Context: an optimization exercise on an open-source flow, tuned for small area, a short achievable clock period and few clock cycles. The choices shown serve that exercise and are no tape-out recipe.
In this exercise RTL edits were held to simulation tests only and were not proved equivalent to the original.
Power figures rest on the tool's default switching activity, not on a simulated workload.

==> flow/design.v <==
package exec_pkg;
	localparam int xlen = 32;
	localparam int op_count = 37;
	localparam int op_add = 0;
	localparam int op_sub = 1;
	localparam int op_xor = 2;
	localparam int op_or = 3;
	localparam int op_and = 4;
	localparam int op_sll = 5;
	localparam int op_srl = 6;
	localparam int op_sra = 7;
	localparam int op_slt = 8;
	localparam int op_sltu = 9;
	localparam int op_addi = 10;
	localparam int op_xori = 11;
	localparam int op_ori = 12;
	localparam int op_andi = 13;
	localparam int op_slli = 14;
	localparam int op_srli = 15;
	localparam int op_srai = 16;
	localparam int op_slti = 17;
	localparam int op_sltiu = 18;
	localparam int op_lb = 19;
	localparam int op_lh = 20;
	localparam int op_lw = 21;
	localparam int op_lbu = 22;
	localparam int op_lhu = 23;
	localparam int op_sb = 24;
	localparam int op_sh = 25;
	localparam int op_sw = 26;
	localparam int op_beq = 27;
	localparam int op_bne = 28;
	localparam int op_blt = 29;
	localparam int op_bge = 30;
	localparam int op_bltu = 31;
	localparam int op_bgeu = 32;
	localparam int op_jal = 33;
	localparam int op_jalr = 34;
	localparam int op_lui = 35;
	localparam int op_auipc = 36;
	typedef logic [op_count-1:0] op_word_t;
	typedef enum logic [3:0] {
		alu_add, alu_sub, alu_sll, alu_slt, alu_sltu,
		alu_xor, alu_srl, alu_sra, alu_or, alu_and
	} alu_op_e;
	typedef enum logic [2:0] {
		cls_alu, cls_load, cls_store, cls_branch,
		cls_jal, cls_jalr, cls_lui, cls_auipc
	} op_class_e;
	typedef enum logic [2:0] {
		mem_byte = 3'b000,
		mem_half = 3'b001,
		mem_word = 3'b010,
		mem_byte_u = 3'b100,
		mem_half_u = 3'b101,
		mem_word_u = 3'b110
	} mem_kind_e;
	typedef union packed {
		logic [xlen-1:0] value;  
		struct packed {
			logic [19:0] upper;
			logic [11:0] zero;
		} u_form;
	} imm_u;
	typedef struct packed {
		op_word_t op;
		logic [xlen-1:0] rs1;
		logic [xlen-1:0] rs2;
		imm_u imm;
		logic [xlen-1:0] pc;
	} issue_t;
	typedef struct packed {
		logic [xlen-1:0] rd_value;
		logic rd_we;
		logic jump;
		logic [xlen-1:0] jump_target;
	} result_t;
	typedef struct packed {
		logic [xlen-1:0] addr;
		logic [xlen-1:0] wdata;
		logic we;
	} mem_req_t;
endpackage
`timescale 1ns/1ps
module op_decode (
	input exec_pkg::op_word_t op,
	output logic sub_r,          
	output logic sub_i,          
	output logic logic_imm,      
	output logic shift_imm,      
	output logic op_add_r,       
	output logic op_add_i,       
	output logic op_xor,
	output logic op_or,
	output logic op_and,
	output logic op_sll,
	output logic op_shr,
	output logic op_sra,
	output logic op_slt_r,       
	output logic op_slt_i,       
	output logic uns_cmp,        
	output logic is_load,
	output logic is_store,
	output logic is_sw,
	output logic is_byte,
	output logic is_half,
	output logic is_uns,
	output logic is_branch,
	output logic is_link,        
	output logic is_jalr,
	output logic is_lui,
	output logic is_auipc
);
	assign sub_r = !op[exec_pkg::op_add];
	assign sub_i = op[exec_pkg::op_slti] | op[exec_pkg::op_sltiu];
	assign logic_imm = op[exec_pkg::op_xori] | op[exec_pkg::op_ori] | op[exec_pkg::op_andi];
	assign shift_imm = op[exec_pkg::op_slli] | op[exec_pkg::op_srli] | op[exec_pkg::op_srai];
	assign op_add_r = op[exec_pkg::op_add] | op[exec_pkg::op_sub];
	assign op_add_i = op[exec_pkg::op_addi];
	assign op_xor = op[exec_pkg::op_xor] | op[exec_pkg::op_xori];
	assign op_or = op[exec_pkg::op_or] | op[exec_pkg::op_ori];
	assign op_and = op[exec_pkg::op_and] | op[exec_pkg::op_andi];
	assign op_sll = op[exec_pkg::op_sll] | op[exec_pkg::op_slli];
	assign op_sra = op[exec_pkg::op_sra] | op[exec_pkg::op_srai];
	assign op_shr = op[exec_pkg::op_srl] | op[exec_pkg::op_srli] | op_sra;
	assign op_slt_r = op[exec_pkg::op_slt] | op[exec_pkg::op_sltu];
	assign op_slt_i = op[exec_pkg::op_slti] | op[exec_pkg::op_sltiu];
	assign uns_cmp = op[exec_pkg::op_sltu] | op[exec_pkg::op_sltiu];
	assign is_load = |op[exec_pkg::op_lhu:exec_pkg::op_lb];
	assign is_store = |op[exec_pkg::op_sw:exec_pkg::op_sb];
	assign is_sw = op[exec_pkg::op_sw];
	assign is_byte = op[exec_pkg::op_lb] | op[exec_pkg::op_lbu] | op[exec_pkg::op_sb];
	assign is_half = op[exec_pkg::op_lh] | op[exec_pkg::op_lhu] | op[exec_pkg::op_sh];
	assign is_uns = op[exec_pkg::op_lbu] | op[exec_pkg::op_lhu];
	assign is_branch = |op[exec_pkg::op_bgeu:exec_pkg::op_beq];
	assign is_link = op[exec_pkg::op_jal] | op[exec_pkg::op_jalr];
	assign is_jalr = op[exec_pkg::op_jalr];
	assign is_lui = op[exec_pkg::op_lui];
	assign is_auipc = op[exec_pkg::op_auipc];
endmodule
`timescale 1ns/1ps
module alu (
	input exec_pkg::op_word_t op,
	input logic [31:0] rs1,
	input logic [31:0] rs2,
	input logic [31:0] imm,
	input logic [31:0] pc,
	output logic is_mem,
	output logic is_load,
	output logic is_byte,
	output logic is_half,
	output logic is_uns,
	output logic is_store,
	output logic is_sw,
	output logic [31:0] addr,
	output logic [31:0] rd_value,
	output logic rd_we,
	output logic jump,
	output logic [31:0] jump_target
);
	logic sub_r, sub_i, logic_imm, shift_imm, op_add_r, op_add_i;
	logic op_xor, op_or, op_and, op_sll, op_shr, op_sra, op_slt_r, op_slt_i, uns_cmp;
	logic is_branch, is_link, is_jalr, is_lui, is_auipc;
	op_decode u_dec (.op(op), .sub_r(sub_r), .sub_i(sub_i), .logic_imm(logic_imm),
		.shift_imm(shift_imm), .op_add_r(op_add_r), .op_add_i(op_add_i), .op_xor(op_xor),
		.op_or(op_or), .op_and(op_and), .op_sll(op_sll), .op_shr(op_shr), .op_sra(op_sra),
		.op_slt_r(op_slt_r), .op_slt_i(op_slt_i), .uns_cmp(uns_cmp), .is_load(is_load),
		.is_store(is_store), .is_sw(is_sw), .is_byte(is_byte), .is_half(is_half),
		.is_uns(is_uns), .is_branch(is_branch), .is_link(is_link), .is_jalr(is_jalr),
		.is_lui(is_lui), .is_auipc(is_auipc));
	assign is_mem = is_load | is_store;
	logic [31:0] sum_r;
	logic cout_r;
	logic lt_u_r, lt_s_r, eq;
	assign {cout_r, sum_r} = {1'b0, rs1} + {1'b0, rs2 ^ {32{sub_r}}} + {32'b0, sub_r};
	assign lt_u_r = !cout_r;
	assign lt_s_r = (rs1[31] == rs2[31]) ? lt_u_r : rs1[31];
	assign eq = rs1 == rs2;
	logic [31:0] sum_i;
	logic cout_i;
	logic lt_u_i, lt_s_i;
	assign {cout_i, sum_i} = {1'b0, rs1} + {1'b0, imm ^ {32{sub_i}}} + {32'b0, sub_i};
	assign lt_u_i = !cout_i;
	assign lt_s_i = (rs1[31] == imm[31]) ? lt_u_i : rs1[31];
	assign addr = sum_i;
	logic set_bit;
	assign set_bit = (op_slt_r & (uns_cmp ? lt_u_r : lt_s_r)) | (op_slt_i & (uns_cmp ? lt_u_i : lt_s_i));
	logic [31:0] upper;
	logic [31:0] tsum;
	logic [31:0] link;
	branch_unit u_br (.op(op), .eq(eq), .lt_s(lt_s_r), .lt_u(lt_u_r), .taken(jump));
	assign upper = {imm[31:12], 12'b0};
	assign tsum = pc + (is_auipc ? upper : imm);
	assign link = pc + 32'd4;
	assign jump_target = is_jalr ? {sum_i[31:1], 1'b0} : tsum;
	assign rd_we = !(is_store | is_branch);
	logic [31:0] bl;
	assign bl = logic_imm ? imm : rs2;
	logic [4:0] shamt;
	logic [4:0] rot_amt;
	logic [63:0] rot2;
	logic [31:0] rot, keep, sh;
	assign shamt = shift_imm ? imm[4:0] : rs2[4:0];
	assign rot_amt = op_sll ? 5'd0 - shamt : shamt;
	assign rot2 = {rs1, rs1} >> rot_amt;
	assign rot = rot2[31:0];
	always_comb begin
		for (int i = 0; i < 32; i++)
			keep[i] = op_sll ? (5'(i) >= shamt) : (5'(31 - i) >= shamt);
	end
	assign sh = (rot & keep) | (~keep & {32{op_sra & rs1[31]}});
	logic [31:0] other;
	always_comb begin
		other = {31'b0, set_bit};
		if (op_xor) other = other | (rs1 ^ bl);
		if (op_or) other = other | (rs1 | bl);
		if (op_and) other = other | (rs1 & bl);
		if (op_sll | op_shr) other = other | sh;
		if (is_link) other = other | link;
		if (is_lui) other = other | upper;
		if (is_auipc) other = other | tsum;
	end
	assign rd_value = op_add_r ? sum_r : (op_add_i ? sum_i : other);
endmodule
`timescale 1ns/1ps
module branch_unit (
	input exec_pkg::op_word_t op,
	input logic eq,
	input logic lt_s,
	input logic lt_u,
	output logic taken
);
	assign taken = (op[exec_pkg::op_beq] & eq) | (op[exec_pkg::op_bne] & !eq) |
		(op[exec_pkg::op_blt] & lt_s) | (op[exec_pkg::op_bge] & !lt_s) |
		(op[exec_pkg::op_bltu] & lt_u) | (op[exec_pkg::op_bgeu] & !lt_u) |
		op[exec_pkg::op_jal] | op[exec_pkg::op_jalr];
endmodule
`timescale 1ns/1ps
module lsu (
	input logic [31:0] rdata,
	input logic [31:0] wdata,
	input logic [1:0] off,
	input logic is_byte,
	input logic is_half,
	input logic is_uns,
	output logic [31:0] load_value,
	output logic [31:0] merged
);
	logic [7:0] lane_b;
	logic [15:0] lane_h;
	assign lane_b = rdata[{off, 3'b000} +: 8];
	assign lane_h = rdata[{off[1], 4'b0000} +: 16];
	always_comb begin
		if (is_byte)
			load_value = {{24{lane_b[7] & !is_uns}}, lane_b};
		else if (is_half)
			load_value = {{16{lane_h[15] & !is_uns}}, lane_h};
		else
			load_value = rdata;
	end
	always_comb begin
		merged = rdata;
		if (is_byte)
			merged[{off, 3'b000} +: 8] = wdata[7:0];
		else if (is_half)
			merged[{off[1], 4'b0000} +: 16] = wdata[15:0];
	end
endmodule
`timescale 1ns/1ps
module exec_unit (
	input logic clk,
	input logic rst_n,
	input logic in_valid,
	output logic in_ready,
	input exec_pkg::issue_t in,
	output logic out_valid,
	input logic out_ready,
	output exec_pkg::result_t out,
	output logic mem_req_valid,
	output exec_pkg::mem_req_t mem_req,
	input logic mem_req_ready,
	input logic mem_rsp_valid,
	input logic [exec_pkg::xlen-1:0] mem_rdata
);
	logic r_res;             
	logic r_req;             
	logic rsp_wait;          
	logic [31:0] r_q;        
	logic [31:0] p_q;        
	logic we_q;              
	logic jump_q;
	logic st_q;              
	logic byte_q;            
	logic half_q;            
	logic uns_q;             
	logic [1:0] off_q;       
	logic [31:0] o_rd;
	logic [31:0] o_tgt;
	logic o_we;
	logic o_jump;
	logic is_mem;
	logic is_load;
	logic [31:0] res_rd;
	logic [31:0] res_tgt;
	logic res_we;
	logic res_jump;
	logic [31:0] addr;
	logic a_byte, a_half, a_uns, a_st, a_sw;
	alu u_alu (.op(in.op), .rs1(in.rs1), .rs2(in.rs2), .imm(in.imm.value), .pc(in.pc),
		.is_mem(is_mem), .is_load(is_load), .is_byte(a_byte), .is_half(a_half),
		.is_uns(a_uns), .is_store(a_st), .is_sw(a_sw), .addr(addr),
		.rd_value(res_rd), .rd_we(res_we), .jump(res_jump), .jump_target(res_tgt));
	logic [31:0] load_value;
	logic [31:0] merged;
	lsu u_lsu (.rdata(mem_rdata), .wdata(r_q), .off(off_q), .is_byte(byte_q), .is_half(half_q),
		.is_uns(uns_q), .load_value(load_value), .merged(merged));
	logic o_free;
	logic rsp;
	logic req_done;
	logic st_done;           
	logic r_move;            
	logic r_free;            
	logic accept;
	assign o_free = !out_valid || out_ready;
	assign rsp = rsp_wait && mem_rsp_valid;
	assign mem_req_valid = (r_req && o_free) || (rsp && st_q);
	assign req_done = mem_req_valid && mem_req_ready;
	assign st_done = req_done && mem_req.we;
	assign r_move = r_res && o_free;
	assign r_free = (!r_res && !r_req && !rsp_wait) || r_move || st_done || (rsp && !st_q);
	assign in_ready = r_free;
	assign accept = in_valid && in_ready;
	assign mem_req.addr = p_q;
	assign mem_req.wdata = rsp_wait ? merged : r_q;
	assign mem_req.we = we_q || rsp_wait;
	assign out.rd_value = o_rd;
	assign out.rd_we = o_we;
	assign out.jump = o_jump;
	assign out.jump_target = o_jump ? o_tgt : '0;
	always_ff @(posedge clk) begin
		if (!rst_n) begin
			r_res <= 1'b0;
			r_req <= 1'b0;
			rsp_wait <= 1'b0;
			out_valid <= 1'b0;
		end else begin
			if (r_move)
				r_res <= 1'b0;
			if (req_done) begin
				r_req <= 1'b0;
				rsp_wait <= !mem_req.we;
			end
			if (rsp) begin
				rsp_wait <= 1'b0;
				r_req <= st_q && !mem_req_ready;  
			end
			if (accept) begin
				r_res <= !is_mem;
				r_req <= is_mem;
			end
			if (out_valid && out_ready)
				out_valid <= 1'b0;
			if (r_move || st_done || (rsp && !st_q))
				out_valid <= 1'b1;
		end
	end
	always_ff @(posedge clk) begin
		if (accept) begin
			r_q <= is_mem ? in.rs2 : res_rd;
			p_q <= is_mem ? {addr[31:2], 2'b00} : res_tgt;
			we_q <= is_mem ? a_sw : res_we;
			jump_q <= res_jump;
			st_q <= a_st;
			byte_q <= a_byte;
			half_q <= a_half;
			uns_q <= a_uns;
			off_q <= addr[1:0];
		end else if (rsp && st_q) begin
			r_q <= merged;
			we_q <= 1'b1;
		end
	end
	always_ff @(posedge clk) begin
		if (r_move) begin
			o_rd <= r_q;
			o_tgt <= p_q;
			o_we <= we_q;
			o_jump <= jump_q;
		end else if (st_done || (rsp && !st_q)) begin
			o_rd <= st_done ? '0 : load_value;
			o_we <= !st_done;
			o_jump <= 1'b0;
		end
	end
endmodule
==> flow/run.sh <==
#!/bin/bash
# synth_recipe.tcl (not shown) runs the flow's synth.tcl, then flattens the netlist and writes it again
# the make line also repeats each setting of config.mk as NAME=value (left out here)
make -C /OpenROAD-flow-scripts/flow DESIGN_CONFIG=/design/flow/config.mk WORK_HOME=/design/flow/orfs CLKGATE_MAP_FILE= SYNTH_SCRIPT=/design/flow/synth_recipe.tcl finish
==> flow/config.mk <==
export PLATFORM = sky130hd
export DESIGN_NAME = exec_unit
export DESIGN_NICKNAME = exec_unit
export VERILOG_FILES = /design/flow/design.v
export SDC_FILE = /design/flow/constraint.sdc
export NUM_CORES = 4
export LEC_CHECK = 0
export CAP_MARGIN = 20
export CORE_MARGIN = 2
export CORE_UTILIZATION = 35
export SLEW_MARGIN = 20
==> flow/constraint.sdc <==
create_clock -name core_clock -period 6.5 [get_ports {clk}]
set_input_delay 1.3000 -clock core_clock [delete_from_list [all_inputs] [get_ports {clk}]]
set_output_delay 1.3000 -clock core_clock [all_outputs]
set_load 0.01 [all_outputs]
==> results of run 1 <==
-- how the worst min path moves through the flow --
stage / startpoint / end / slack, ns / cells past startpoint
3_5_place_dp: p_q[17] / o_tgt[17] / 0.44 / 0
5_1_grt: p_q[15] / o_tgt[15] / 0.46 / 0
4_1_cts: p_q[17] / o_tgt[17] / 0.45 / 0
3_3_place_gp: p_q[1] / o_tgt[1] / 0.44 / 0
6_report: p_q[2] / o_tgt[2] / 0.45 / 0
2_1_floorplan: r_res / r_res / 0.48 / 2
-- critical path: cells and delay by family (launching register included) --
family                     cells  cell delay, ns
buffers and inverters          2            0.75
DFF                            1            0.84
AOI/OAI and AO/OA              2            0.73
muxes                          1            0.30
and+or+nand+nor                1            0.93
adders and majority gates      1            0.40
-- sequential cells by signal, summed over array words and instances, names as in the netlist, 2 cells and up --
signal and cells:
o_rd 32, o_tgt 32, off_q 2, p_q 32
r_q 32
-- layer usage --
layer / global-route usage (%) / vias up / share of wire (%)
met1: 50.8 / 11184 / 41
met3: 7.43 / 349 / 9.7
li1: - / 10158 / -
met5: 0 / - / 0.072
met2: 58.4 / 1517 / 43
met4: 22.0 / 12 / 6.8
-- cell usage after synthesis (25+ instances only) --
| library cell | number |
|---|---|
| mux2i_1 | 199 |
| nor2b_1 | 39 |
| a221oi_1 | 31 |
| mux2_2 | 49 |
| xor2_1 | 72 |
| a21oi_1 | 229 |
| nand2_1 | 230 |
| nor2_1 | 143 |
| a21o_1 | 51 |
| ha_1 | 167 |
| a211oi_1 | 41 |
| edfxtp_1 | 138 |
| nand3_1 | 49 |
| or2_2 | 25 |
| clkbuf_1 | 109 |
| and3_1 | 47 |
| nor3_1 | 35 |
| inv_1 | 127 |
| and2_1 | 45 |
| a31oi_1 | 36 |
| buf_1 | 25 |
| xnor2_1 | 135 |
| o21ai_0 | 199 |
-- metrics by stage --
step	area, um^2	setup slack, ns	utilization, %
2_1_floorplan	20800	1.44	-
3_5_place_dp	25400	0.616	43.2
3_3_place_gp	25400	0.605	43.2
4_1_cts	26000	0.963	44.1
5_1_grt	26000	0.701	44.2
6_report	26000	0.775	44.2
-- cells by family (layout without fill, tap and decap cells) --
group                    Yosys count  in the layout  synth area share [%]
AO/OA/AOI/OAI                    801            801                  24.6
AND/OR/NAND/NOR                  707            707                  16.6
buffers and inverters            283            610                  5.46
multiplexers                     262            262                  13.7
XOR/XNOR                         208            208                  8.87
adder cells (fa/ha/maj)          171            171                  10.4
flip-flops                       142            142                  20.3
other                              0              3                     0
-- power breakdown --
group / internal [mW] / switching [mW]
clock network: 0.563 / 0.424
logic: 1.04 / 1.74
registers: 1.12 / 0.0840
total: 2.72 / 2.25
-- cell type report --
cell class,count,area (um^2),share of cell area [%]
multi-input cells,2149,15500,59.5
repair buffers,450,4270,16.4
flip-flops and latches,142,4220,16.3
well taps,773,967,3.72
inverters,128,480,1.85
clock buffers,18,429,1.65
clock inverters,14,144,0.554
diodes,3,7.51,0.0289
==> impl_metrics.ini, run 1 <==
[run_status]
status = timing/DRC/antenna clean

[critical_path]
arrival_ns = 4.42
path_cells = inv_1 -> ha_1 -> nor3_1 -> a21oi_1 -> a21oi_1 -> mux2_2 -> clkdlybuf4s50_1
r2r-end = r_q[31]
required_ns = 5.20
max_stage_delay_ns = 0.93
reg2regPathDepth = 10
end_kind = output port
worstSetupPathType = flip-flop to output port
cpMostUsedCell = a21oi_1
crit_slowest_cell = nor3_1
start_kind = flip-flop
crit-reg2reg-launch = off_q[0]
cp_max_fo = 13
ff2ff_setup_slack_ns = 2.24
startpoint = off_q[0]
crit_path_end = mem_req[27]

[place]
dp_cells = 3641
hpwl_um = 98000
portBuffers = 336
gp_congestion = 1.06

[floorplanning]
die_h_um = 248
die_area_um2 = 61300
core-area_um2 = 58800
die_x_um = 248
start_util_pct = 35.3
rows = 89
io-pin-count = 337

[logic_synthesis]
ys.flop_type = edfxtp_1
synth_top_area_cell = edfxtp_1
synth_top_area_share_pct = 20.0
syn_area_um2 = 20800
synth_cell_types = 81
postSynthCellCount = 2574
synth-seq-cells = 142
netlist_top_cells_area = edfxtp_1 20%, ha_1 10%, mux2i_1 9.6%
syn_nets = 2947
synth_edf_count = 138
ys_seq_area_share_pct = 20.3
yosys_warnings = 3
synthArstFlopShare_pct = 0
syn_area_per_cell_um2 = 8.07

[clock_network]
cts_hold_buf = 0
clock_latency_ns = 0.46
clock_path_buffers = 2
post_cts_resized = 0
cts_tree = done
cts_buffers = 17
htreeDepth = 4
cts-root-buf = clkbuf_16
cts.sink_count = 142
post_cts_buffers = 0
cts.clk_slew.worst_paths_ns = 0.07

[sta]
period_minus_slack_ns = 5.72
worstMarginPinSlew_ns = 1.15
slew_violations = 0
hold_violations = 0
holdWs_ns = 0.447
fmax_ghz = 0.175
timing.final.crit_share_pct = 88.1
slew_headroom_pct = 22.6
rsz0062_at_grt = no
setup-violations-final = 0
skew_ns = 0.0193
setup_tns_ns = 0

[pwr]
finalPower_mw = 4.97
pwr_density_cell_nw_per_um2 = 191
vdd_drop_max_v = 0.000182
total_leakage_power_nw = 10.5

[detailed_routing]
avgViaCountPerCell = 6.31
drtAntennaViolNets = 0
drt_iter0_drc = 2863
drc = 0
wl_per_cell_um = 32.8
vias = 23220
routed_wirelength_um = 121000
drt_first_pass_iters = 5

[global_routing]
grt_antenna_before_repair = 15
grt_max_degree = 67
overflow = 0
grt_usage_pct = 38.4
grt_pass1_wl_um = 166000
grt_pass1_vias = 21821

[run]
cap_violations = 0

[cells_and_area]
mostFrequentLayoutCells = 334 x clkdlybuf4s50_1, 230 x nand2_1, 229 x a21oi_1
fillers = 5864
stdcell_count = 3677
area_growth_pct = 25.2
nNetsFinal = 3261
final_common_cell = clkdlybuf4s50_1
layout-drive-gt1-share_pct = 9.10

[min_path]
hold_path.class = flip-flop to flip-flop
Testbench counts, summed over its fixed seeds: cycles 4,069.
==> inputs of run 2 (changes only) <==
==> flow/flow/run.sh (new file) <==
#!/bin/bash
# Layout: the standard flow (standard.sh, unchanged synthesis and steps),
# except that the port buffers ORFS puts on every input and output are
# sky130_fd_sc_hd__buf_2 cells instead of the clkdlybuf4s50_1 delay cells
# buffer_ports picks on its own. The make output goes to flow_make.log here;
# each tool's own log is under orfs/logs/.
set -euo pipefail
export BUFFER_PORTS_ARGS="-buffer_cell sky130_fd_sc_hd__buf_2"
bash standard.sh > flow_make.log 2>&1
==> flow/standard.sh (new file) <==
#!/bin/bash
# synth_recipe.tcl (not shown) runs the flow's synth.tcl, then flattens the netlist and writes it again
# the make line also repeats each setting of config.mk as NAME=value (left out here)
make -C /OpenROAD-flow-scripts/flow DESIGN_CONFIG=/design/flow/config.mk WORK_HOME=/design/flow/orfs CLKGATE_MAP_FILE= SYNTH_SCRIPT=/design/flow/synth_recipe.tcl "${@:-finish}"
removed: flow/run.sh
==> run 2 against run 1 <==
Register-to-register slack lost 0.57 ns. Clock skew grew 0.0048 ns. First-iteration DRC count shrank 5.9%. Utilization shrank 3.6 points. Combinational power shrank about 10%. Setup slack gained 0.16 ns. Non-clock buffer count shrank 55. Largest power group unchanged. Flip-flop and latch count is the same.
==> impl_metrics.ini, run 2 <==
[run_status]
status = timing/DRC/antenna clean

[sta]
skew_ns = 0.0241
setup-violations-final = 0
worstMarginPinSlew_ns = 1.15
timing.final.crit_share_pct = 85.6
period_minus_slack_ns = 5.56
fmax_ghz = 0.180
setup_tns_ns = 0
rsz0062_at_grt = no
slew_violations = 0
slew_headroom_pct = 23.0
hold_violations = 0

[logic_synthesis]
netlist_top_cells_area = edfxtp_1 20%, ha_1 10%, mux2i_1 9.6%
ys_seq_area_share_pct = 20.3
yosys_warnings = 3
syn_nets = 2947
synth_cell_types = 81
postSynthCellCount = 2574
synth_top_area_cell = edfxtp_1
synth_top_area_share_pct = 20.0
syn_area_per_cell_um2 = 8.07
yosysMostFrequentCell = nand2_1
ys.flop_type = edfxtp_1
synth-seq-cells = 142
synth_edf_count = 138
netlist_top_cells_count = 230 x nand2_1, 229 x a21oi_1, 199 x mux2i_1, 199 x o21ai_0, 167 x ha_1
synthArstFlopShare_pct = 0
syn_area_um2 = 20800

[critical_path]
cp_num_cells = 13
crit_slowest_cell = buf_2
critPathBufInv = 1
end_kind = flip-flop
reg2regPathDepth = 9
arrival_ns = 5.72
cp_top_family = compound AO/OA/AOI/OAI gates
cp_max_fo = 34
max_stage_delay_ns = 0.77
worstSetupPathType = input port to flip-flop
start_kind = input port
path_cells = buf_2 -> xnor2_1 -> ha_1 -> nor2b_1 -> o31a_1 -> o2111ai_1 -> o211ai_1 -> a221oi_2 -> o31ai_1 -> a221oi_1 -> maj3_1 -> mux2i_1 -> nand4_1
required_ns = 6.66

[clock_network]
cts_buffers = 17
cts_hold_buf = 0
htreeDepth = 4
clock_path_buffers = 2
post_cts_resized = 0
post_cts_buffers = 0
cts.clk_slew.worst_paths_ns = 0.07
cts_tree = done
cts-root-buf = clkbuf_16
cts.sink_count = 142
clock_latency_ns = 0.45

[detailed_routing]
wl_per_cell_um = 29.8
drt_iter0_drc = 2693
drt_first_pass_iters = 6
drtAntennaViolNets = 0
avgViaCountPerCell = 6.27
routed_wirelength_um = 108000
drc = 0
vias = 22691

[floorplanning]
core-area_um2 = 58800
die_h_um = 248
rows = 89
start_util_pct = 35.3
io-pin-count = 337
die_area_um2 = 61300
die_x_um = 248

[pwr]
vdd_drop_max_v = 0.000182
total_leakage_power_nw = 10.3
pwr_density_cell_nw_per_um2 = 195

[place]
gp_congestion = 1.06
place_area_um2 = 23300
hpwl_um = 87600
portBuffers = 336
dp_cells = 3586

[global_routing]
grt_usage_pct = 34.3
grt_antenna_before_repair = 8
grt_pass1_vias = 21065
grt_max_degree = 105
grt_pass1_wl_um = 151000
overflow = 0

[cells_and_area]
stdcell_count = 3621
nNetsFinal = 3206
fin_area_um2 = 23900
mostFrequentLayoutCells = 336 x buf_2, 230 x nand2_1, 229 x a21oi_1
final_common_cell = buf_2
layout-drive-gt1-share_pct = 19.1
area_growth_pct = 15.0

[min_path]
hold_path.class = flip-flop to flip-flop
whs_path_depth = 0

[run]
cap_violations = 0
-- run 2: cell families (layout without fill, tap and decap cells) --
kind of cell | after synthesis | in the layout | share of synthesized area [%]
multiplexers | 262 | 262 | 13.7
XOR/XNOR | 208 | 208 | 8.87
other | 0 | 2 | 0
buffers and inverters | 283 | 555 | 5.46
AO/OA/AOI/OAI | 801 | 801 | 24.6
AND/OR/NAND/NOR | 707 | 707 | 16.6
adder cells (fa/ha/maj) | 171 | 171 | 10.4
flip-flops | 142 | 142 | 20.3
-- run 2: final cells by class --
class,count,area (um^2)
well taps,773,967
flip-flops and latches,142,4220
clock inverters,15,136
inverters,128,480
repair buffers,395,2160
diodes,2,5.00
fillers,6150,34900
clock buffers,17,425
multi-input cells,2149,15500
-- run 2: worst paths after layout --
kind	start	endpoint	slack, ns
max	in[128]	jump_q	0.94
min	p_q[14]	o_tgt[14]	0.45
max reg2reg	off_q[1]	r_q[31]	1.67
min reg2reg	p_q[14]	o_tgt[14]	0.45
-- run 2: metal layers --
layer | vias to the layer above | track usage [%] | routed length, um
li1 | 10048 | - | -
met1 | 10953 | 48.2 | 46000
met2 | 1432 | 51.4 | 45700
met3 | 252 | 4.44 | 9930
met4 | 6 | 17.3 | 6310
met5 | - | 0 | 48
-- run 2: where the power goes --
part           switching [mW]  internal, mW  total, mW
Sequential             0.0806          1.12       1.20
Clock                   0.445         0.531      0.976
Combinational            1.62         0.871       2.49
-- run 2: through the flow --
step	utilization (%)	worst slack (ns)	total power [mW]	hold slack, ns
after floorplan	-	1.44	2.66	0.476
after global placement	39.6	0.675	3.60	0.442
after detailed placement	39.6	0.563	3.61	0.438
after CTS	40.5	1.01	4.59	0.454
after global routing	40.6	0.656	4.86	0.461
final	40.6	0.937	4.67	0.451
==> inputs of run 3 (changes only) <==
--- a/flow/design.v
+++ b/flow/design.v
@@ -285,13 +285,24 @@
 	logic r_res;             
-	logic r_req;             
-	logic rsp_wait;          
+	logic r_mreq;            
 	logic [31:0] r_q;        
-	logic [31:0] p_q;        
-	logic we_q;              
-	logic jump_q;
-	logic st_q;              
-	logic byte_q;            
-	logic half_q;            
-	logic uns_q;             
-	logic [1:0] off_q;       
+	logic [31:0] r_p;        
+	logic r_we;              
+	logic r_jump;
+	logic r_st;              
+	logic r_byte;            
+	logic r_half;            
+	logic r_uns;             
+	logic [1:0] r_off;       
+	logic s_res;             
+	logic s_lw;              
+	logic s_rmw;             
+	logic s_wr;              
+	logic [31:0] s_q;        
+	logic [31:0] s_p;        
+	logic s_we;
+	logic s_jump;
+	logic s_byte;
+	logic s_half;
+	logic s_uns;
+	logic [1:0] s_off;
 	logic [31:0] o_rd;
@@ -314,23 +325,37 @@
 	logic [31:0] merged;
-	lsu u_lsu (.rdata(mem_rdata), .wdata(r_q), .off(off_q), .is_byte(byte_q), .is_half(half_q),
-		.is_uns(uns_q), .load_value(load_value), .merged(merged));
-	logic o_free;
-	logic rsp;
-	logic req_done;
-	logic st_done;           
+	lsu u_lsu (.rdata(mem_rdata), .wdata(s_q), .off(s_off), .is_byte(s_byte), .is_half(s_half),
+		.is_uns(s_uns), .load_value(load_value), .merged(merged));
+	logic o_free;            
+	logic s_wreq;            
+	logic s_wdone;           
+	logic s_to_o;            
+	logic s_keep;            
+	logic s_free;            
+	logic r_issue;           
+	logic r_done;            
 	logic r_move;            
-	logic r_free;            
 	logic accept;
 	assign o_free = !out_valid || out_ready;
-	assign rsp = rsp_wait && mem_rsp_valid;
-	assign mem_req_valid = (r_req && o_free) || (rsp && st_q);
-	assign req_done = mem_req_valid && mem_req_ready;
-	assign st_done = req_done && mem_req.we;
-	assign r_move = r_res && o_free;
-	assign r_free = (!r_res && !r_req && !rsp_wait) || r_move || st_done || (rsp && !st_q);
-	assign in_ready = r_free;
+	assign s_wreq = s_wr || (s_rmw && mem_rsp_valid);
+	assign s_wdone = s_wreq && mem_req_ready;
+	assign s_to_o = o_free && (s_res || (s_lw && mem_rsp_valid) || s_wdone);
+	assign s_keep = !o_free && ((s_lw && mem_rsp_valid) || s_wdone);
+	assign s_free = !(s_res || s_lw || s_rmw || s_wr) || s_to_o;
+	assign r_issue = r_mreq && !s_rmw && !s_wr && s_free;
+	assign r_done = r_issue && mem_req_ready;
+	assign r_move = r_res && s_free;
+	assign in_ready = !(r_res || r_mreq) || r_move || r_done;
 	assign accept = in_valid && in_ready;
-	assign mem_req.addr = p_q;
-	assign mem_req.wdata = rsp_wait ? merged : r_q;
-	assign mem_req.we = we_q || rsp_wait;
+	assign mem_req_valid = s_wreq || r_issue;
+	always_comb begin
+		if (s_rmw || s_wr) begin
+			mem_req.addr = s_p;
+			mem_req.wdata = s_wr ? s_q : merged;
+			mem_req.we = 1'b1;
+		end else begin
+			mem_req.addr = r_p;
+			mem_req.wdata = r_q;
+			mem_req.we = r_we;
+		end
+	end
 	assign out.rd_value = o_rd;
@@ -342,15 +367,12 @@
 			r_res <= 1'b0;
-			r_req <= 1'b0;
-			rsp_wait <= 1'b0;
+			r_mreq <= 1'b0;
+			s_res <= 1'b0;
+			s_lw <= 1'b0;
+			s_rmw <= 1'b0;
+			s_wr <= 1'b0;
 			out_valid <= 1'b0;
 		end else begin
-			if (r_move)
+			if (r_move || r_done) begin
 				r_res <= 1'b0;
-			if (req_done) begin
-				r_req <= 1'b0;
-				rsp_wait <= !mem_req.we;
-			end
-			if (rsp) begin
-				rsp_wait <= 1'b0;
-				r_req <= st_q && !mem_req_ready;  
+				r_mreq <= 1'b0;
 			end
@@ -358,3 +380,23 @@
 				r_res <= !is_mem;
-				r_req <= is_mem;
+				r_mreq <= is_mem;
+			end
+			if (s_to_o) begin
+				s_res <= 1'b0;
+				s_lw <= 1'b0;
+				s_rmw <= 1'b0;
+				s_wr <= 1'b0;
+			end else if (s_keep) begin
+				s_res <= 1'b1;
+				s_lw <= 1'b0;
+				s_rmw <= 1'b0;
+				s_wr <= 1'b0;
+			end else if (s_rmw && mem_rsp_valid) begin
+				s_rmw <= 1'b0;
+				s_wr <= 1'b1;
+			end
+			if (r_move || r_done) begin
+				s_res <= r_move || r_we;           
+				s_lw <= r_done && !r_st;
+				s_rmw <= r_done && r_st && !r_we;
+				s_wr <= 1'b0;
 			end
@@ -362,3 +404,3 @@
 				out_valid <= 1'b0;
-			if (r_move || st_done || (rsp && !st_q))
+			if (s_to_o)
 				out_valid <= 1'b1;
@@ -369,13 +411,10 @@
 			r_q <= is_mem ? in.rs2 : res_rd;
-			p_q <= is_mem ? {addr[31:2], 2'b00} : res_tgt;
-			we_q <= is_mem ? a_sw : res_we;
-			jump_q <= res_jump;
-			st_q <= a_st;
-			byte_q <= a_byte;
-			half_q <= a_half;
-			uns_q <= a_uns;
-			off_q <= addr[1:0];
-		end else if (rsp && st_q) begin
-			r_q <= merged;
-			we_q <= 1'b1;
+			r_p <= is_mem ? {addr[31:2], 2'b00} : res_tgt;
+			r_we <= is_mem ? a_sw : res_we;
+			r_jump <= res_jump;
+			r_st <= a_st;
+			r_byte <= a_byte;
+			r_half <= a_half;
+			r_uns <= a_uns;
+			r_off <= addr[1:0];
 		end
@@ -383,11 +422,31 @@
 	always_ff @(posedge clk) begin
-		if (r_move) begin
-			o_rd <= r_q;
-			o_tgt <= p_q;
-			o_we <= we_q;
-			o_jump <= jump_q;
-		end else if (st_done || (rsp && !st_q)) begin
-			o_rd <= st_done ? '0 : load_value;
-			o_we <= !st_done;
-			o_jump <= 1'b0;
+		if (r_move || r_done) begin
+			s_q <= r_we && r_done ? '0 : r_q;
+			s_p <= r_p;
+			s_we <= r_done ? 1'b0 : r_we;
+			s_jump <= r_done ? 1'b0 : r_jump;
+			s_byte <= r_byte;
+			s_half <= r_half;
+			s_uns <= r_uns;
+			s_off <= r_off;
+		end else if (s_keep) begin
+			s_q <= s_lw ? load_value : '0;
+			s_we <= s_lw;
+			s_jump <= 1'b0;
+		end else if (s_rmw && mem_rsp_valid) begin
+			s_q <= merged;
+		end
+	end
+	always_ff @(posedge clk) begin
+		if (s_to_o) begin
+			if (s_res) begin
+				o_rd <= s_q;
+				o_tgt <= s_p;
+				o_we <= s_we;
+				o_jump <= s_jump;
+			end else begin
+				o_rd <= s_lw ? load_value : '0;
+				o_we <= s_lw;
+				o_jump <= 1'b0;
+			end
 		end
==> run 3 against run 2 <==
Utilization fell by 0.52 points. Sequential power is 46% higher. Still clean on timing, DRC and antenna. Hold slack lost 0.052 ns. Largest power group unchanged.
==> impl_metrics.ini, run 3 <==
[sta]
rsz0062_at_grt = no
slew_violations = 0
fmax_ghz = 0.182
worstMarginPinSlew_ns = 1.12
hold_violations = 0
setup_tns_ns = 0
slew_headroom_pct = 25.1
setup-violations-final = 0
timing.final.crit_share_pct = 84.3
skew_ns = 0.0374
period_minus_slack_ns = 5.48
holdWs_ns = 0.400

[cells_and_area]
layout-drive-gt1-share_pct = 17.9
area_growth_pct = 13.6
mostFrequentLayoutCells = 336 x buf_2, 267 x o21ai_0, 251 x a21oi_1
nNetsFinal = 3446
fin_area_um2 = 27500
fillers = 7093
final_common_cell = buf_2

[floorplanning]
die_h_um = 267
die_x_um = 267
core-area_um2 = 68500
start_util_pct = 35.3
io-pin-count = 337
die_area_um2 = 71100
rows = 96

[logic_synthesis]
yosys_warnings = 3
syn_nets = 3222
ys_seq_area_share_pct = 26.6
synth_top_area_share_pct = 26.0
netlist_top_cells_area = edfxtp_1 26%, mux2i_1 8.9%, ha_1 8.6%
yosysMostFrequentCell = o21ai_0
postSynthCellCount = 2849
synth_top_area_cell = edfxtp_1
syn_area_per_cell_um2 = 8.48
syn_area_um2 = 24200
synth-seq-cells = 216
synth_edf_count = 209
netlist_top_cells_count = 267 x o21ai_0, 252 x a21oi_1, 249 x nand2_1, 216 x mux2i_1, 209 x edfxtp_1
synth_cell_types = 82
synthArstFlopShare_pct = 0
ys.flop_type = edfxtp_1

[run_status]
status = timing/DRC/antenna clean

[detailed_routing]
drc = 0
drtAntennaViolNets = 0
routed_wirelength_um = 110000
drt_first_pass_iters = 8
avgViaCountPerCell = 6.17
vias = 24504
drt_iter0_drc = 3321
wl_per_cell_um = 27.6

[clock_network]
post_cts_buffers = 0
cts.sink_count = 216
htreeDepth = 1
cts_hold_buf = 0
clock_latency_ns = 0.56
cts_tree = done
cts_buffers = 24
cts.clk_slew.worst_paths_ns = 0.07
clock_path_buffers = 3
post_cts_resized = 0
cts-root-buf = clkbuf_16

[place]
portBuffers = 336
gp_congestion = 1.04
hpwl_um = 86300
place_area_um2 = 26600

[critical_path]
arrival_ns = 5.90
ff2ff_setup_slack_ns = 2.02
max_stage_delay_ns = 0.56
crit_slowest_cell = nor4b_1
r2r-end = s_q[1]
start_kind = input port
end_kind = flip-flop
cp_max_fo = 27
crit-reg2reg-launch = s_lw
worstSetupPathType = input port to flip-flop
reg2regPathDepth = 9
path_cells = buf_2 -> nor4b_1 -> or2_2 -> inv_1 -> ha_1 -> o21ba_2 -> o21ai_2 -> nand2_4 -> buf_4 -> mux2_2 -> a222oi_1 -> mux2i_1 -> mux2_2 -> o21ai_0 -> a221oi_1 -> o21ai_0
required_ns = 6.92

[global_routing]
overflow = 0
grt_pass1_vias = 22400
grt_max_degree = 72
grt_antenna_before_repair = 6
grt_pass1_wl_um = 155000
grt_usage_pct = 29.7

[pwr]
total_leakage_power_nw = 11.1
vdd_drop_max_v = 0.000163
finalPower_mw = 5.52
pwr_density_cell_nw_per_um2 = 201

[min_path]
hold_path.class = flip-flop to flip-flop
holdPathEnd = s_off[0]
whs_path_depth = 0
hold_path_startpoint = r_off[0]

[run]
cap_violations = 0
[run 3: critical path: cells and delay by family]
| family | cells | cell delay, ns |
|---|---|---|
| buf+inv | 3 | 0.71 |
| fa+ha+maj | 1 | 0.28 |
| simple gates | 3 | 1.24 |
| mux | 3 | 0.88 |
| compound gates | 6 | 1.48 |
[run 3: where the power goes]
part,switching [mW],internal (mW)
sequential,0.0832,1.67
clock,0.603,0.819
combinational,1.49,0.859
[run 3: routing by layer]
metal | GRT usage [%] | vias up | part of all wire [%]
li1 | - | 11044 | -
met1 | 40.0 | 11708 | 41
met2 | 46.5 | 1469 | 44
met3 | 5.67 | 275 | 11
met4 | 12.5 | 8 | 4.9
met5 | 0 | - | 0.047
[run 3: metrics by stage]
stage	std cells	setup WS, ns	utilization (%)
final	3974	1.02	40.1
after global routing	3972	0.827	40.1
after CTS	3972	1.22	40.1
after detailed placement	3929	0.653	38.9
after global placement	3929	0.705	38.9
after floorplan	2849	0.599	-
[run 3: cells by family (layout without fill, tap and decap cells)]
group | Yosys count | after routing | synth area share [%]
muxes | 301 | 301 | 13.8
and+or+nand+nor | 722 | 722 | 14.0
buffers and inverters | 304 | 545 | 5.03
AOI/OAI and AO/OA | 938 | 938 | 24.5
xor gates and xnor gates | 198 | 198 | 7.21
other | 0 | 2 | 0
DFF | 216 | 216 | 26.6
adders and majority gates | 170 | 170 | 8.90
[run 3: final cells by class]
cell class              count  area (um^2)  share of cell area [%]
diodes                      2         5.00                  0.0182
clock buffers              28          637                    2.32
clock inverters            15          156                   0.570
inverters                 113          424                    1.55
multi-input cells        2329        16600                    60.5
flip-flops and latches    216         6420                    23.4
well taps                 882         1100                    4.02
repair buffers            389         2090                    7.62
[run 3: worst max-delay path by stage]
stage | endpoint | slack (ns) | from
2_1_floorplan | r_byte | 0.60 | mem_req_ready
3_3_place_gp | r_q[21] | 0.70 | in[142]
3_5_place_dp | r_q[21] | 0.65 | in[142]
4_1_cts | r_q[21] | 1.22 | in[142]
5_1_grt | r_q[21] | 0.83 | in[142]
6_report | r_q[21] | 1.02 | in[142]
Testbench counts of run 3, summed over its fixed seeds: cycles 3,300.
==> inputs of run 4 (changes only) <==
--- a/flow/config.mk
+++ b/flow/config.mk
@@ -10,2 +10,3 @@
 export CORE_UTILIZATION = 35
+export SETUP_SLACK_MARGIN = 1.5
 export SLEW_MARGIN = 20
==> run 4 against run 3 <==
Still clean on timing, DRC and antenna. Sequential share of layout area is 0.34 points lower. First-iteration DRC count rose by 3.7%. Setup slack gained 0.43 ns. Highest routed layer unchanged.
==> impl_metrics.ini, run 4 <==
[detailed_routing]
routed_wirelength_um = 111000
avgViaCountPerCell = 6.21
drc = 0
drtAntennaViolNets = 0
vias = 24837
drt_first_pass_iters = 6
wl_per_cell_um = 27.6
drt_iter0_drc = 3445

[critical_path]
worstSetupPathType = input port to flip-flop
start_kind = input port
arrival_ns = 5.30
cp_max_fo = 12
max_stage_delay_ns = 0.61
cpMostUsedCell = mux2i_1
crit_slowest_cell = a221oi_1
required_ns = 6.74
ff2ff_setup_slack_ns = 2.69
path_cells = buf_2 -> o31a_1 -> or2_2 -> ha_1 -> o21bai_1 -> o31ai_4 -> buf_6 -> mux2i_1 -> mux2i_1 -> mux2i_1 -> mux2i_1 -> mux2i_1 -> o31ai_1 -> a221oi_1 -> o21ai_0
end_kind = flip-flop

[floorplanning]
core-area_um2 = 68500
rows = 96
start_util_pct = 35.3
die_area_um2 = 71100
die_x_um = 267
io-pin-count = 337
die_h_um = 267

[clock_network]
htreeDepth = 1
cts_buffers = 25
cts.sink_count = 216
clock_latency_ns = 0.55
clock_path_buffers = 3
cts-root-buf = clkbuf_16
cts_tree = done
cts.clk_slew.worst_paths_ns = 0.06

[logic_synthesis]
synthArstFlopShare_pct = 0
synth_top_area_cell = edfxtp_1
synth-seq-cells = 216
ys_seq_area_share_pct = 26.6
synth_cell_types = 82
postSynthCellCount = 2849
yosys_warnings = 3
netlist_top_cells_area = edfxtp_1 26%, mux2i_1 8.9%, ha_1 8.6%
yosysMostFrequentCell = o21ai_0
syn_nets = 3222
netlist_top_cells_count = 267 x o21ai_0, 252 x a21oi_1, 249 x nand2_1, 216 x mux2i_1, 209 x edfxtp_1
ys.flop_type = edfxtp_1
syn_area_um2 = 24200
syn_area_per_cell_um2 = 8.48
synth_top_area_share_pct = 26.0
synth_edf_count = 209

[global_routing]
grt_pass1_vias = 22928
grt_pass1_wl_um = 157000
grt_antenna_before_repair = 10
met2_usage_pct = 46.6
grt.busiest_layer = met2
grtUsageMet1_pct = 39.7
overflow = 0
grt_usage_pct = 29.9
grt_max_degree = 71
grt_util_met3_pct = 5.53

[run]
cap_violations = 0

[place]
portBuffers = 336
gp_congestion = 1.03
place_area_um2 = 26700
hpwl_um = 85900
dp_cells = 3926

[cells_and_area]
mostFrequentLayoutCells = 335 x buf_2, 267 x o21ai_0, 250 x a21oi_1
nNetsFinal = 3472
layout-drive-gt1-share_pct = 19.4
final_common_cell = buf_2
area_growth_pct = 15.3
stdcell_count = 4001
fin_area_um2 = 27900

[sta]
rsz0062_at_grt = yes
period_minus_slack_ns = 5.05
skew_ns = 0.0304
slew_violations = 0
hold_violations = 0
slew_headroom_pct = 26.0
setup-violations-final = 0
setup_tns_ns = 0
timing.final.crit_share_pct = 77.7
fmax_ghz = 0.198
holdWs_ns = 0.422
worstMarginPinSlew_ns = 1.11

[pwr]
vdd_drop_max_v = 0.000168
seqPwrFrac_pct = 30.8
intPower_mw = 3.47
pwr-share-clk_pct = 26.8
total_leakage_power_nw = 11.2
power.share.combinational_pct = 42.4
pwr_density_cell_nw_per_um2 = 204
p_switching_mw = 2.20
switching_share_pct = 38.9

[run_status]
status = timing/DRC/antenna clean

[min_path]
hold_path.class = flip-flop to flip-flop
[run 4: cell types whose count changed in the layout (fill, tap and decap cells not counted), moves of 3 or more]
cell      previous run  this run
buf_4               52        73
mux2i_1            216       210
mux2i_2              0         6
buf_6                0         4
nor3_1              29        25
a211oi_1            57        54
a211oi_2             0         3
clkinv_1             8         5
[run 4: logic make-up after synthesis]
kind of cell	synth area share, %
flip-flops	26.6
multiplexers	13.8
AND/OR/NAND/NOR	14.0
AO/OA/AOI/OAI	24.5
XOR/XNOR	7.21
buffers and inverters	5.03
adder cells (fa/ha/maj)	8.90
[run 4: repair_timing]
action                                  CTS  global route
pin swaps                                 4             5
hold buffers                              0             0
endpoints found under the setup margin   26            37
resized for setup                         7            19
setup buffers                             7            20
[run 4: metrics by stage]
stage / util (%) / total power, mW / setup WS [ns]
floorplan: - / 3.21 / 1.51
global placement: 38.9 / 4.06 / 0.674
detailed placement: 38.9 / 4.06 / 0.662
CTS: 40.3 / 5.59 / 1.48
global route: 40.7 / 5.89 / 1.46
finish: 40.7 / 5.67 / 1.45
[run 4: layout make-up]
type                            instances  area (um^2)
Sequential cell                       216         6420
Clock inverter                         15          215
Tap cell                              882         1100
Inverter                              113          430
Multi-Input combinational cell       2329        16700
Timing Repair Buffer                  414         2300
Fill cell                            7001        40600
Clock buffer                           29          641
Antenna cell                            3         7.51
[run 4: routing by layer]
layer  vias to the layer above  part of all wire (%)
met5                         -                 0.066
met1                     11782                    40
met4                        12                   5.9
met3                       335                    11
met2                      1596                    43
li1                      11112                     -
[run 4: power by group through the flow]
stage	Clock (mW)	Sequential, mW	Combinational, mW
finish	1.52	1.75	2.41
global route	1.59	1.75	2.55
CTS	1.54	1.74	2.31
detailed placement	0	1.78	2.28
global placement	0	1.78	2.29
floorplan	0	1.72	1.48
[run 4: final timing paths]
check / start / to / depth (start not counted)
min reg2reg: s_p[25] / o_tgt[25] / 0
min: s_p[25] / o_tgt[25] / 0
max reg2reg: s_byte / s_q[19] / 8
max: in[142] / r_q[4] / 15
[run 4: worst max-delay path: cells and delay by family]
kind                     cells  cell delay (ns)
adder cells (fa/ha/maj)      1             0.29
buffers and inverters        2             0.45
AND/OR/NAND/NOR              1             0.39
multiplexers                 5             1.22
AO/OA/AOI/OAI                6             1.61
==> inputs of run 5 (changes only) <==
--- a/flow/design.v
+++ b/flow/design.v
@@ -200,2 +200,3 @@
 	logic [4:0] rot_amt;
+	logic [31:0] rot_in;
 	logic [63:0] rot2;
@@ -203,4 +204,5 @@
 	assign shamt = shift_imm ? imm[4:0] : rs2[4:0];
-	assign rot_amt = op_sll ? 5'd0 - shamt : shamt;
-	assign rot2 = {rs1, rs1} >> rot_amt;
+	assign rot_amt = shamt ^ {5{op_sll}};
+	assign rot_in = op_sll ? {rs1[0], rs1[31:1]} : rs1;
+	assign rot2 = {rot_in, rot_in} >> rot_amt;
 	assign rot = rot2[31:0];
@@ -248,21 +250,29 @@
 );
-	logic [7:0] lane_b;
-	logic [15:0] lane_h;
-	assign lane_b = rdata[{off, 3'b000} +: 8];
-	assign lane_h = rdata[{off[1], 4'b0000} +: 16];
+	logic [1:0] sel;
+	logic [7:0] b0;
+	logic [7:0] b1;
+	logic sign;
+	assign sel = {(is_byte | is_half) & off[1], is_byte & off[0]};
 	always_comb begin
-		if (is_byte)
-			load_value = {{24{lane_b[7] & !is_uns}}, lane_b};
-		else if (is_half)
-			load_value = {{16{lane_h[15] & !is_uns}}, lane_h};
-		else
-			load_value = rdata;
-	end
-	always_comb begin
-		merged = rdata;
-		if (is_byte)
-			merged[{off, 3'b000} +: 8] = wdata[7:0];
-		else if (is_half)
-			merged[{off[1], 4'b0000} +: 16] = wdata[15:0];
+		case (sel)
+			2'd0: b0 = rdata[7:0];
+			2'd1: b0 = rdata[15:8];
+			2'd2: b0 = rdata[23:16];
+			default: b0 = rdata[31:24];
+		endcase
 	end
+	assign b1 = (is_half & off[1]) ? rdata[31:24] : rdata[15:8];
+	assign sign = !is_uns & (is_byte ? b0[7] : b1[7]);
+	assign load_value[7:0] = b0;
+	assign load_value[15:8] = is_byte ? {8{sign}} : b1;
+	assign load_value[31:16] = (is_byte | is_half) ? {16{sign}} : rdata[31:16];
+	logic [3:0] hit;
+	assign hit[0] = (is_byte & off == 2'd0) | (is_half & !off[1]);
+	assign hit[1] = (is_byte & off == 2'd1) | (is_half & !off[1]);
+	assign hit[2] = (is_byte & off == 2'd2) | (is_half & off[1]);
+	assign hit[3] = (is_byte & off == 2'd3) | (is_half & off[1]);
+	assign merged[7:0] = hit[0] ? wdata[7:0] : rdata[7:0];
+	assign merged[15:8] = hit[1] ? (is_byte ? wdata[7:0] : wdata[15:8]) : rdata[15:8];
+	assign merged[23:16] = hit[2] ? wdata[7:0] : rdata[23:16];
+	assign merged[31:24] = hit[3] ? (is_byte ? wdata[7:0] : wdata[15:8]) : rdata[31:24];
 endmodule
--- a/flow/config.mk
+++ b/flow/config.mk
@@ -10,3 +10,3 @@
 export CORE_UTILIZATION = 35
-export SETUP_SLACK_MARGIN = 1.5
+export SETUP_SLACK_MARGIN = 2.0
 export SLEW_MARGIN = 20
==> run 5 against run 4 <==
Via count down 2.2%. Largest cell class unchanged. Sequential share of layout area rose by 0.67 points. Non-clock buffer count fell by 17. Critical endpoint is now r_q[31]. Still clean. Hold slack better by 0.0028 ns. Design area is 2.8% lower.
==> impl_metrics.ini, run 5 <==
[place]
dp_slack_ns = 0.935
hpwl_um = 88000
place_area_um2 = 25900
dp_cells = 3852
portBuffers = 336
gp_congestion = 1.09

[logic_synthesis]
netlist_top_cells_area = edfxtp_1 27%, ha_1 8.4%, nand2_1 6.8%
ys.flop_type = edfxtp_1
netlist_top_cells_count = 424 x nand2_1, 221 x o21ai_0, 209 x edfxtp_1, 180 x a21oi_1, 165 x nor2_1
syn_area_um2 = 23400
synth_top_area_cell = edfxtp_1
synthArstFlopShare_pct = 0
yosysMostFrequentCell = nand2_1
ys_seq_area_share_pct = 27.4
synth-seq-cells = 216
synth_top_area_share_pct = 26.8
synth_edf_count = 209
synth_cell_types = 84
postSynthCellCount = 2780
syn_area_per_cell_um2 = 8.43
syn_nets = 3144
yosys_warnings = 3

[sta]
timing.final.crit_share_pct = 69.3
fmax_ghz = 0.222
setup-violations-final = 0
skew_ns = 0.0252
slew_violations = 0
slew_headroom_pct = 27.5
worstMarginPinSlew_ns = 1.09
setup_tns_ns = 0
finalWorstSetupSlack_ns = 1.99
hold_violations = 0
period_minus_slack_ns = 4.51
rsz0062_at_grt = yes

[pwr]
total_leakage_power_nw = 11.0
power.share.combinational_pct = 43.3
seqPwrFrac_pct = 31.7
switching_share_pct = 40.5
intPower_mw = 3.27
pwr-share-clk_pct = 25.0
pwr_density_cell_nw_per_um2 = 203
p_switching_mw = 2.23
vdd_drop_max_v = 0.000153

[cells_and_area]
mostFrequentLayoutCells = 423 x nand2_1, 331 x buf_2, 213 x o21ai_0
stdcell_count = 3911
nNetsFinal = 3388
layout-drive-gt1-share_pct = 18.2
fin_util_pct = 40.9
final_common_cell = nand2_1
fin_area_um2 = 27100
area_growth_pct = 15.4

[floorplanning]
die_area_um2 = 69100
die_x_um = 263
start_util_pct = 35.5
io-pin-count = 337
core-area_um2 = 66100
rows = 94
die_h_um = 263

[detailed_routing]
drt_iter0_drc = 3130
avgViaCountPerCell = 6.21
drc = 0
vias = 24289
drtAntennaViolNets = 0
wl_per_cell_um = 28.6
drt_first_pass_iters = 8
routed_wirelength_um = 112000

[critical_path]
r2r-end = o_rd[9]
end_kind = flip-flop
path_cells = buf_2 -> nor3_1 -> buf_4 -> mux2_2 -> nor2_1 -> nand2_1 -> o21ai_1 -> o221ai_1 -> a221oi_1 -> o211ai_1 -> a32o_1
cp_max_fo = 9
worstSetupPathType = input port to flip-flop
crit_slowest_cell = mux2_2
arrival_ns = 4.81
ff2ff_setup_slack_ns = 3.01
reg2regPathDepth = 10
crit-reg2reg-launch = s_byte
start_kind = input port
max_stage_delay_ns = 0.48
required_ns = 6.81

[min_path]
hold_path_startpoint = r_off[1]
hold_path.class = flip-flop to flip-flop
whs_path_depth = 0
holdPathEnd = s_off[1]

[global_routing]
grt_max_degree = 74
overflow = 0
grt_usage_pct = 30.7
grt_pass1_wl_um = 157000
grt_pass1_vias = 22057
grt_antenna_before_repair = 11

[clock_network]
cts_hold_buf = 0
cts_buffers = 24
cts.clk_slew.worst_paths_ns = 0.06
cts_tree = done
cts-root-buf = clkbuf_16
htreeDepth = 1
clock_latency_ns = 0.56
clock_path_buffers = 3
cts.sink_count = 216

[run]
cap_violations = 0

[run_status]
status = timing/DRC/antenna clean
==> run 5: final cells by class <==
type                    instances  area, um^2
clock buffers                  29         641
repair buffers                397        2180
clock inverters                14         118
multi-input cells            2283       16200
inverters                     102         383
diodes                          6        15.0
well taps                     864        1080
flip-flops and latches        216        6420
fillers                      6794       39000
==> run 5: power by group through the flow <==
stage / clock [mW] / combinational (mW) / sequential (mW)
6_report: 1.37 / 2.38 / 1.74
5_1_grt: 1.43 / 2.51 / 1.75
4_1_cts: 1.39 / 2.27 / 1.74
3_3_place_gp: 0 / 2.25 / 1.77
3_5_place_dp: 0 / 2.24 / 1.77
2_1_floorplan: 0 / 1.39 / 1.73
==> run 5: through the flow <==
| step | hold WS [ns] | power (mW) |
|---|---|---|
| floorplan | 0.400 | 3.12 |
| global placement | 0.405 | 4.02 |
| detailed placement | 0.410 | 4.01 |
| CTS | 0.425 | 5.40 |
| global route | 0.440 | 5.69 |
| finish | 0.425 | 5.50 |
==> run 5: kinds of logic (layout without fill, tap and decap cells) <==
kind of cell / count (synthesis) / count (layout) / share of synthesized area (%)
AOI/OAI and AO/OA: 803 / 804 / 22.2
xor gates and xnor gates: 209 / 209 / 7.81
adders and majority gates: 162 / 162 / 8.73
buffers and inverters: 283 / 542 / 4.94
DFF: 216 / 216 / 27.4
muxes: 214 / 214 / 11.7
other: 0 / 6 / 0
and+or+nand+nor: 893 / 894 / 17.2
==> run 5: critical path: cells and delay by family <==
family                 cells  cell delay [ns]
AOI/OAI and AO/OA          5             1.61
buffers and inverters      2             0.42
muxes                      1             0.48
and+or+nand+nor            3             0.99
==> run 5: timing repair <==
item                                    CTS  global route
gates cloned                              1             1
buffers inserted                          5             3
pin swaps                                 3             5
endpoints found under the setup margin   25            36
gates resized for setup                  18            50
==> run 5: routing by layer <==
metal  wire (um)  track usage [%]  up-vias
li1            -                -    10822
met1       45200             41.2    11525
met2       49100             48.3     1608
met3       11600             6.18      320
met4        5710             12.7       14
met5          82                0        -
==> run 5: worst max-delay path by stage <==
stage / cells after the start / slack (ns) / to / from
finish: 11 / 1.99 / r_q[31] / in[142]
global route: 15 / 1.83 / r_q[29] / in[145]
detailed placement: 15 / 0.93 / r_q[29] / in[146]
global placement: 15 / 1.04 / r_q[29] / in[146]
floorplan: 15 / 2.01 / r_jump / in[128]
CTS: 15 / 1.94 / r_q[30] / in[32]
Testbench counts of run 5, summed over its fixed seeds: cycles 3,300.
==> inputs of run 6 (changes only) <==
--- a/flow/config.mk
+++ b/flow/config.mk
@@ -9,3 +9,3 @@
 export CORE_MARGIN = 2
-export CORE_UTILIZATION = 35
+export CORE_UTILIZATION = 50
 export SETUP_SLACK_MARGIN = 2.0
==> run 6 against run 5 <==
Still clean on timing, DRC and antenna. Setup slack worse by 0.065 ns. Non-clock buffer count is 12 higher. Sequential share of layout area is 0.070 points higher. Combinational power up 6%. Sequential power barely moved. Design area down 0.30%. Clock-buffer cell count fell by 4. Die area decreased by 30%. Critical path depth shrank 1.
==> impl_metrics.ini, run 6 <==
[floorplanning]
die_x_um = 221
die_h_um = 221
io-pin-count = 337
die_area_um2 = 48600
rows = 79
core-area_um2 = 46500
start_util_pct = 50.5

[clock_network]
cts_tree = done
cts-root-buf = clkbuf_16
cts.clk_slew.worst_paths_ns = 0.06
clock_path_buffers = 3
htreeDepth = 1
cts_hold_buf = 0
clock_latency_ns = 0.56
cts_buffers = 22
cts.sink_count = 216

[cells_and_area]
layout-drive-gt1-share_pct = 19.1
mostFrequentLayoutCells = 424 x nand2_1, 330 x buf_2, 209 x o21ai_0, 209 x edfxtp_1, 171 x a21oi_1
area_growth_pct = 15.1
final_common_cell = nand2_1
nNetsFinal = 3398

[pwr]
total_leakage_power_nw = 11.1
pwr_density_cell_nw_per_um2 = 208
vdd_drop_max_v = 0.000319

[sta]
hold_violations = 0
timing.final.crit_share_pct = 70.3
slew_headroom_pct = 22.7
fmax_ghz = 0.219
rsz0062_at_grt = yes
skew_ns = 0.0381
finalWorstSetupSlack_ns = 1.93
period_minus_slack_ns = 4.57
setup_tns_ns = 0
worstMarginPinSlew_ns = 1.15
setup-violations-final = 0
slew_violations = 0

[run]
cap_violations = 0

[global_routing]
grt_usage_pct = 45.4
grt_pass1_wl_um = 159000
grt_antenna_before_repair = 10
grt_max_degree = 74
overflow = 0
grt_pass1_vias = 23222

[logic_synthesis]
synth-seq-cells = 216
synth_top_area_cell = edfxtp_1
synth_edf_count = 209
yosys_warnings = 3
netlist_top_cells_area = edfxtp_1 27%, ha_1 8.4%, nand2_1 6.8%
ys_seq_area_share_pct = 27.4
synth_top_area_share_pct = 26.8
ys.flop_type = edfxtp_1
yosysMostFrequentCell = nand2_1
synthArstFlopShare_pct = 0
syn_area_per_cell_um2 = 8.43
syn_area_um2 = 23400
synth_cell_types = 84
netlist_top_cells_count = 424 x nand2_1, 221 x o21ai_0, 209 x edfxtp_1, 180 x a21oi_1, 165 x nor2_1
syn_nets = 3144
postSynthCellCount = 2780

[detailed_routing]
routed_wirelength_um = 115000
wl_per_cell_um = 31.5
drt_iter0_drc = 4189
drt_first_pass_iters = 6
drc = 0
vias = 25634
drtAntennaViolNets = 0
avgViaCountPerCell = 7.01

[critical_path]
end_kind = flip-flop
path_cells = buf_2 -> nor2_1 -> nor2b_1 -> o21ai_0 -> o211ai_2 -> mux2i_1 -> mux2i_1 -> nor2_1 -> o2111ai_1 -> a31oi_1
start_kind = input port
crit_slowest_cell = mux2i_1
arrival_ns = 4.82
required_ns = 6.75
cp_max_fo = 10
max_stage_delay_ns = 0.68
worstSetupPathType = input port to flip-flop

[place]
portBuffers = 336
gp_congestion = 1.08
hpwl_um = 89700
dp_slack_ns = 0.767

[min_path]
hold_path.class = flip-flop to flip-flop

[run_status]
status = timing/DRC/antenna clean
-- run 6: cell counts after synthesis --
No cell type changed its count.
-- run 6: cells by family after synthesis --
family                   synth area share (%)
AO/OA/AOI/OAI                            22.2
buffers and inverters                    4.94
AND/OR/NAND/NOR                          17.2
multiplexers                             11.7
flip-flops                               27.4
XOR/XNOR                                 7.81
adder cells (fa/ha/maj)                  8.73
-- run 6: final cells by class --
class	count	area, um^2
Antenna cell	1	2.50
Clock buffer	25	562
Fill cell	4072	19500
Clock inverter	14	204
Inverter	102	383
Tap cell	607	759
Multi-Input combinational cell	2283	16400
Sequential cell	216	6420
Timing Repair Buffer	409	2290
-- run 6: report_power, final --
group          switching (mW)  internal, mW
Clock                   0.575         0.790
Sequential             0.0734          1.67
Combinational            1.67         0.843
Total                    2.32          3.30
-- run 6: stage by stage --
step	area [um^2]	hold WS, ns	power [mW]	cells	utilization (%)
after floorplan	23500	0.400	3.12	2780	-
after global placement	25600	0.401	4.05	3597	55.2
after detailed placement	25600	0.413	4.07	3597	55.2
after CTS	26600	0.427	5.45	3641	57.2
after global routing	27000	0.441	5.77	3656	58.1
final	27000	0.427	5.62	3657	58.1
-- run 6: critical path: cells and delay by family --
family / cells / cell delay (ns)
buffers and inverters: 1 / 0.15
muxes: 2 / 0.92
and+or+nand+nor: 3 / 0.72
AOI/OAI and AO/OA: 4 / 1.73
-- run 6: worst paths after layout --
| path | start | cells past startpoint | slack [ns] | to |
|---|---|---|---|---|
| setup reg to reg | s_rmw | 10 | 2.69 | s_q[28] |
| hold / removal | r_byte | 0 | 0.43 | s_byte |
| hold reg to reg | r_byte | 0 | 0.43 | s_byte |
| setup / recovery | in[144] | 10 | 1.93 | r_q[6] |
-- run 6: per-layer routing --
metal	vias up	share of wire [%]	global-route usage, %
li1	10831	-	-
met1	12104	37	56.9
met2	2178	43	70.5
met3	511	12	9.57
met4	10	8.6	30.8
met5	-	0.076	0
-- run 6: what timing repair did --
action                                  4_1_cts  5_1_grt
endpoints found under the setup margin       35       38
cloned                                        1        1
resized for setup                            31       66
pin swaps                                     2       11
setup buffers                                 4       13

==> afterwards: timing with drivers on the ports <==
The results above use ideal ports. As a check the final layouts listed here were re-extracted and re-timed, cells and wires unchanged.
Step 1 (the two cells are an assumption about what drives the block):
set clk [get_ports {clk}]
set_driving_cell -lib_cell sky130_fd_sc_hd__clkbuf_16 $clk
set_driving_cell -lib_cell sky130_fd_sc_hd__buf_2 [delete_from_list [all_inputs] $clk]
Step 2 times the ports against the registers' clock, not the clock port: input delays grow and output delays shrink by t, the midpoint of the rising clock arrivals with the driver on.
Slacks: ideal / step 1 / step 2; pairs: ideal / step 1.
run	t (ns)	slack for setup (ns)	pins driven straight from the clock port
run 1	0.507	0.775 / 0.720 / 0.484	1
run 2	0.493	0.937 / 0.905 / 0.412	1
run 3	0.599	1.018 / 1.052 / 0.453	1
run 4	0.595	1.449 / 1.489 / 0.894	1
run 5	0.604	1.994 / 2.002 / 1.398	1
run 6	0.596	1.929 / 1.950 / 1.354	1
After both steps every run listed still meets setup and hold. The setup slack of run 5, which loses most, moves by +0.008 ns with the drivers and by -0.596 ns with both steps.
